Context: an optimization exercise on an open-source flow, tuned for small area. The choices shown serve that exercise and are no tape-out recipe.
Only simulation tests tie the RTL to the original design; equivalence was not proved.
Power figures rest on the tool's default switching activity, not on a simulated workload.

--- run.sh ---
#!/bin/bash
# synth_recipe.tcl (not shown) runs the flow's synth.tcl, then flattens the netlist and writes it again
# the make line also repeats each setting of config.mk as NAME=value (left out here)
make -C /OpenROAD-flow-scripts/flow DESIGN_CONFIG=/design/flow/config.mk WORK_HOME=/design/flow/orfs CLKGATE_MAP_FILE= SYNTH_SCRIPT=/design/flow/synth_recipe.tcl finish
--- config.mk ---
export PLATFORM = sky130hd
export DESIGN_NAME = wb_commit_stage
export DESIGN_NICKNAME = wb_commit_stage
export VERILOG_FILES = /design/flow/design.v
export SDC_FILE = /design/flow/constraint.sdc
export NUM_CORES = 4
export LEC_CHECK = 0
export CAP_MARGIN = 20
export CORE_MARGIN = 2
export CORE_UTILIZATION = 40
export SLEW_MARGIN = 20
--- constraint.sdc ---
create_clock -name core_clock -period 6.0 [get_ports {clk}]
set_input_delay 1.2000 -clock core_clock [delete_from_list [all_inputs] [get_ports {clk}]]
set_output_delay 1.2000 -clock core_clock [all_outputs]
set_load 0.01 [all_outputs]
--- design.v ---
module wb_commit_stage #(
  parameter int NLANE = 2,
  parameter int XLEN  = 64,
  parameter int DEPTH = 8
) (
  input  logic                    clk,
  input  logic                    rst,
  input  logic                    in_valid,
  output logic                    in_ready,
  input  logic [NLANE-1:0]        in_lane_valid,
  input  logic [NLANE-1:0]        in_wb_en,
  input  logic [5*NLANE-1:0]      in_wd,
  input  logic [XLEN*NLANE-1:0]   in_data,
  input  logic [XLEN*NLANE-1:0]   in_pc,
  input  logic [32*NLANE-1:0]     in_instr,
  output logic [NLANE-1:0]        rf_we,
  output logic [5*NLANE-1:0]      rf_wa,
  output logic [XLEN*NLANE-1:0]   rf_wdata,
  output logic                    commit_valid,
  input  logic                    commit_ready,
  output logic                    commit_is_wb,
  output logic [4:0]              commit_wd,
  output logic [XLEN-1:0]         commit_data,
  output logic [XLEN-1:0]         commit_pc,
  output logic [31:0]             commit_instr,
  output logic [$clog2(DEPTH):0]  commit_count
);
  localparam int PW = (DEPTH > 1) ? $clog2(DEPTH) : 1;
  localparam int CW = $clog2(DEPTH) + 1;
  typedef struct packed {
    logic            isWb;
    logic [4:0]      wd;
    logic [XLEN-1:0] data;
    logic [XLEN-1:0] pc;
    logic [31:0]     instr;
  } rec_t;
  localparam int RW = 1 + 5 + XLEN + XLEN + 32;   
  logic [RW-1:0]  mem [DEPTH];
  logic [RW-1:0]  laneRec [NLANE];
  logic [PW-1:0]  pushOff [NLANE];
  logic [PW-1:0]  rdPtr, wrPtr;
  logic [CW-1:0]  count, countNext, pushCnt;
  logic [NLANE-1:0] qual, weNext;
  logic           accept, popDo;
  assign accept = in_valid && in_ready;
  assign popDo  = (count != '0) && commit_ready;
  always_comb begin
    pushCnt = '0;
    qual    = '0;
    weNext  = '0;
    for (int i = 0; i < NLANE; i++) begin
      pushOff[i] = pushCnt[PW-1:0];
      if (in_lane_valid[i]) pushCnt = pushCnt + CW'(1);
      qual[i] = in_lane_valid[i] && in_wb_en[i] && (in_wd[5*i +: 5] != 5'd0);
      laneRec[i] = {in_wb_en[i] && (in_wd[5*i +: 5] != 5'd0),
                    in_wd[5*i +: 5],
                    in_data[XLEN*i +: XLEN],
                    in_pc[XLEN*i +: XLEN],
                    in_instr[32*i +: 32]};
    end
    for (int i = 0; i < NLANE; i++) begin
      weNext[i] = qual[i];
      for (int j = i + 1; j < NLANE; j++) begin
        if (qual[j] && (in_wd[5*j +: 5] == in_wd[5*i +: 5])) weNext[i] = 1'b0;
      end
    end
  end
  assign countNext = count + (accept ? pushCnt : CW'(0)) - CW'(popDo);
  always_ff @(posedge clk or posedge rst) begin
    if (rst) begin
      rdPtr    <= '0;
      wrPtr    <= '0;
      count    <= '0;
      in_ready <= 1'b0;
      rf_we    <= '0;
      rf_wa    <= '0;
      rf_wdata <= '0;
    end else begin
      count    <= countNext;
      rdPtr    <= rdPtr + PW'(popDo);
      wrPtr    <= wrPtr + (accept ? pushCnt[PW-1:0] : PW'(0));
      in_ready <= (DEPTH - int'(countNext)) >= NLANE;
      rf_we    <= accept ? weNext : '0;
      if (accept) begin
        rf_wa    <= in_wd;
        rf_wdata <= in_data;
      end
    end
  end
  always_ff @(posedge clk) begin
    if (accept) begin
      for (int i = 0; i < NLANE; i++) begin
        if (in_lane_valid[i]) mem[wrPtr + pushOff[i]] <= laneRec[i];
      end
    end
  end
  rec_t head;
  assign head         = commit_valid ? mem[rdPtr] : '0;
  assign commit_valid = (count != '0);
  assign commit_is_wb = head.isWb;
  assign commit_wd    = head.wd;
  assign commit_data  = head.data;
  assign commit_pc    = head.pc;
  assign commit_instr = head.instr;
  assign commit_count = count;
endmodule
==> impl_metrics.json <==
{
  "outcome": "no timing/DRC/antenna violations",
  "combPwrFrac_pct": 38.2,
  "fp-row-count": 156,
  "grt_max_degree": 139,
  "synth_seq_area_share_pct": 59.7,
  "finalMaxSlewViolations": 0,
  "port_buffers": 649,
  "max-cap-violations": 0,
  "fin_skew_ns": 0.0264,
  "final_area_sq_um": 87800,
  "cts_sinks": 1479,
  "startpoint_type": "register",
  "hold_viol": 0,
  "register_area_sq_um": 43700,
  "synth_top_area_share_pct": 54.6,
  "synthesis.nets": 4642,
  "wire_per_inst_um": 28.3,
  "maxSlewHeadroom_pct": 27.3,
  "drt_wl_total_um": 210000,
  "synth_cell_types": 44,
  "initial_core_util_pct": 40.4,
  "dr_total_vias": 41200,
  "synth-edff-count": 1328,
  "tightest_slew_ns": 1.09,
  "fmax_mhz": 197,
  "post_cts_buffers": 0,
  "synth_ff_type": "edfxtp_1",
  "cts_buffer_depth": 3,
  "power_frac_seq_pct": 36.2,
  "hold_depth": 2,
  "yosys_warnings": 3,
  "swShare_pct": 32.2,
  "drive_gt1_share_pct": 39.5,
  "period_share_pct": 84.7,
  "drc": 0,
  "async_flop_share_pct": 10.2,
  "syn_area_sq_um": 73100,
  "crit_type": "reg -> out",
  "met2_length_um": 110000,
  "worstPathArrival_ns": 3.88,
  "end_kind": "primary output",
  "utilization_pct": 48.5,
  "worstPathRequired_ns": 4.80,
  "overflow": 0,
  "pin_count": 650,
  "netlist_instances": 4290,
  "syn2layout_area_growth_pct": 20.1,
  "layout.cells.non_filler": 7421,
  "leakage_nw": 31.2,
  "synth_area_leaders": "edfxtp_1 55%, mux2_2 16%, mux4_2 10%",
  "ant_nets": 0,
  "finalSetupViolCount": 0,
  "wl_met1_um": 85400,
  "path_clk_slew_ns": 0.06,
  "power_density_nw_per_um2": 439,
  "synth_common_cells": "1,328 x edfxtp_1, 1,064 x mux2_2, 425 x nand2_1, 332 x mux4_2, 248 x mux2_4",
  "dr.first_iter.drc_count": 2870,
  "synth_top_area_cell": "edfxtp_1",
  "htreeDepth": 4,
  "nFillCells": 15400,
  "place_congestion": 0.799,
  "cts_inserted_buffers": 166,
  "p_int_mw": 26.1,
  "die_h_um": 431,
  "fin_nets": 5253,
  "top_layer": "met5",
  "placed_cell_area_sq_um": 82500,
  "die_area_sq_um": 186000,
  "grtUsageTotal_pct": 22.4,
  "min_path_type": "reg -> reg",
  "clkPwrFrac_pct": 25.6,
  "die_w_um": 431,
  "core_sq_um": 181000,
  "yosysMostFrequentCell": "edfxtp_1",
  "rsz0062_at_grt": "false",
  "clockRootBuffer": "clkbuf_16",
  "dp_hpwl_um": 122000,
  "worst-path-max-fanout": 19,
  "min_period_ns": 5.08,
  "ff2ff_setup_slack_ns": 2.33,
  "ctsResizeCount": 0,
  "grt_pass1_vias": 44000,
  "multi_input_area_sq_um": 28000,
  "ys_ff_latch": 1479,
  "reg2regPathDepth": 14,
  "route.met3.wl_um": 7990,
  "grt_pass1_wl_um": 308000,
  "vias_per_cell": 5.55,
  "switching_power_mw": 12.4,
  "clock_latency_ns": 0.80,
  "antenna_found_initial": 27,
  "cts_tree": "done",
  "synth.avg_cell_area_sq_um": 17.0,
  "drt-pass1-iter-count": 5,
  "ctsHoldBuffers": 0,
  "dp_cells": 7103,
  "ir_drop_uv": 346
}
-- worst paths after layout --
path	to	from
setup / recovery	commit_data[15]	rdPtr[0]$_DFF_PP0_
hold / removal	rf_wa[7]$_DFFE_PP0N_	rf_wa[7]$_DFFE_PP0N_
setup reg to reg	in_ready$_DFF_PP0_	count[2]$_DFF_PP0_
hold reg to reg	rf_wa[7]$_DFFE_PP0N_	rf_wa[7]$_DFFE_PP0N_
max in group asynchronous	rf_wdata[84]$_DFFE_PP0N_	rst
min in group asynchronous	rf_wdata[43]$_DFFE_PP0N_	rst
-- cells by family after synthesis --
logic type	after synthesis	share of synthesized area [%]
buffers and inverters	319	2.20
DFF	1479	59.7
AOI/OAI and AO/OA	21	0.181
xor gates and xnor gates	12	0.144
muxes	1822	34.2
and+or+nand+nor	623	3.32
adders and majority gates	14	0.260
-- per-stage QoR --
step | setup slack (ns) | total power, mW | setup TNS (ns) | hold slack (ns)
after global routing | 0.670 | 40.2 | 0 | 0.487
final | 0.919 | 38.5 | 0 | 0.472
after detailed placement | 1.38 | 29.2 | 0 | 0.462
after floorplan | -0.594 | 22.6 | -456.58 | 0.477
after global placement | 1.34 | 29.1 | 0 | 0.459
after CTS | 0.732 | 39.1 | 0 | 0.477
-- cells in the final DEF (no fill, tap or decap), types with 7 or more instances in the layout --
| cell type | count |
|---|---|
| xnor2_1 | 7 |
| clkdlybuf4s50_1 | 649 |
| edfxtp_1 | 1328 |
| dfrtp_1 | 148 |
| mux4_2 | 332 |
| nand2_1 | 423 |
| mux2_2 | 1064 |
| mux2_4 | 248 |
| nor2_1 | 168 |
| mux2i_1 | 170 |
| clkbuf_1 | 44 |
| clkinv_1 | 34 |
| bufinv_16 | 8 |
| ha_1 | 12 |
| clkinv_2 | 22 |
| buf_4 | 45 |
| buf_12 | 51 |
| clkbuf_16 | 171 |
| mux2_1 | 8 |
| diode_2 | 18 |
| inv_1 | 16 |
| clkbuf_8 | 10 |
-- critical path, stage by stage (launching register included) --
cell	delay [ns]
dfrtp_4	0.79
buf_4	0.48
buf_4	0.40
mux4_2	0.55
mux2i_1	0.20
nor2_1	0.07
clkdlybuf4s50_1	0.54
-- cell type report --
cell class	count	area share, %
tap	2370	3.38
sequential	1479	49.7
timing repair buffer	745	8.95
multi-input combinational	2492	31.9
clock buffer	225	5.22
inverter	17	0.0784
clock inverter	75	0.708
antenna	18	0.0513
-- power groups by stage --
| stage | Clock, mW | Sequential [mW] | Combinational (mW) |
|---|---|---|---|
| floorplan | 0 | 14.1 | 8.46 |
| global placement | 0 | 14.1 | 15.0 |
| detailed placement | 0 | 14.2 | 15.0 |
| CTS | 10.1 | 14.0 | 15.1 |
| global route | 10.5 | 14.1 | 15.7 |
| finish | 9.86 | 13.9 | 14.7 |
-- per-layer routing --
layer,vias to the layer above,GRT usage [%]
li1,18000,-
met1,21900,27.9
met2,970,39.8
met3,295,3.04
met4,2,7.84
met5,-,0
-- sequential cells by signal, indices dropped and copies added (netlist names) --
register	flops
count	4
in_ready	1
mem	1328
rdPtr	3
rf_wa	10
rf_wdata	128
rf_we	2
wrPtr	3

afterwards: timing with drivers on the ports:
In the flow no input, the clock included, has a driving cell. The finished layout below was timed again as built, in two steps.
Step 1 (the two cells are an assumption about what drives the block):
set clk [get_ports {clk}]
set_driving_cell -lib_cell sky130_fd_sc_hd__clkbuf_16 $clk
set_driving_cell -lib_cell sky130_fd_sc_hd__buf_2 [delete_from_list [all_inputs] $clk]
Step 2 moves the port delays by t, midway between the first and last clock arrival at a register: inputs arrive t later, outputs are due t later. That takes back most of the time a late clock gives input paths.
a / b / c = ideal / step 1 / step 2; a / b = the first two.
t (ns): 0.873
setup WS [ns]: 0.919 / 0.839 / 1.335
worst setup path after step 2: input to register
worst register clock-pin slew, ns: 0.06 / 0.06
cell pins on the clock port's net: 1
After both steps setup and hold are still met in this run. The setup slack of this run moves by -0.080 ns with the drivers and by +0.416 ns with both steps.
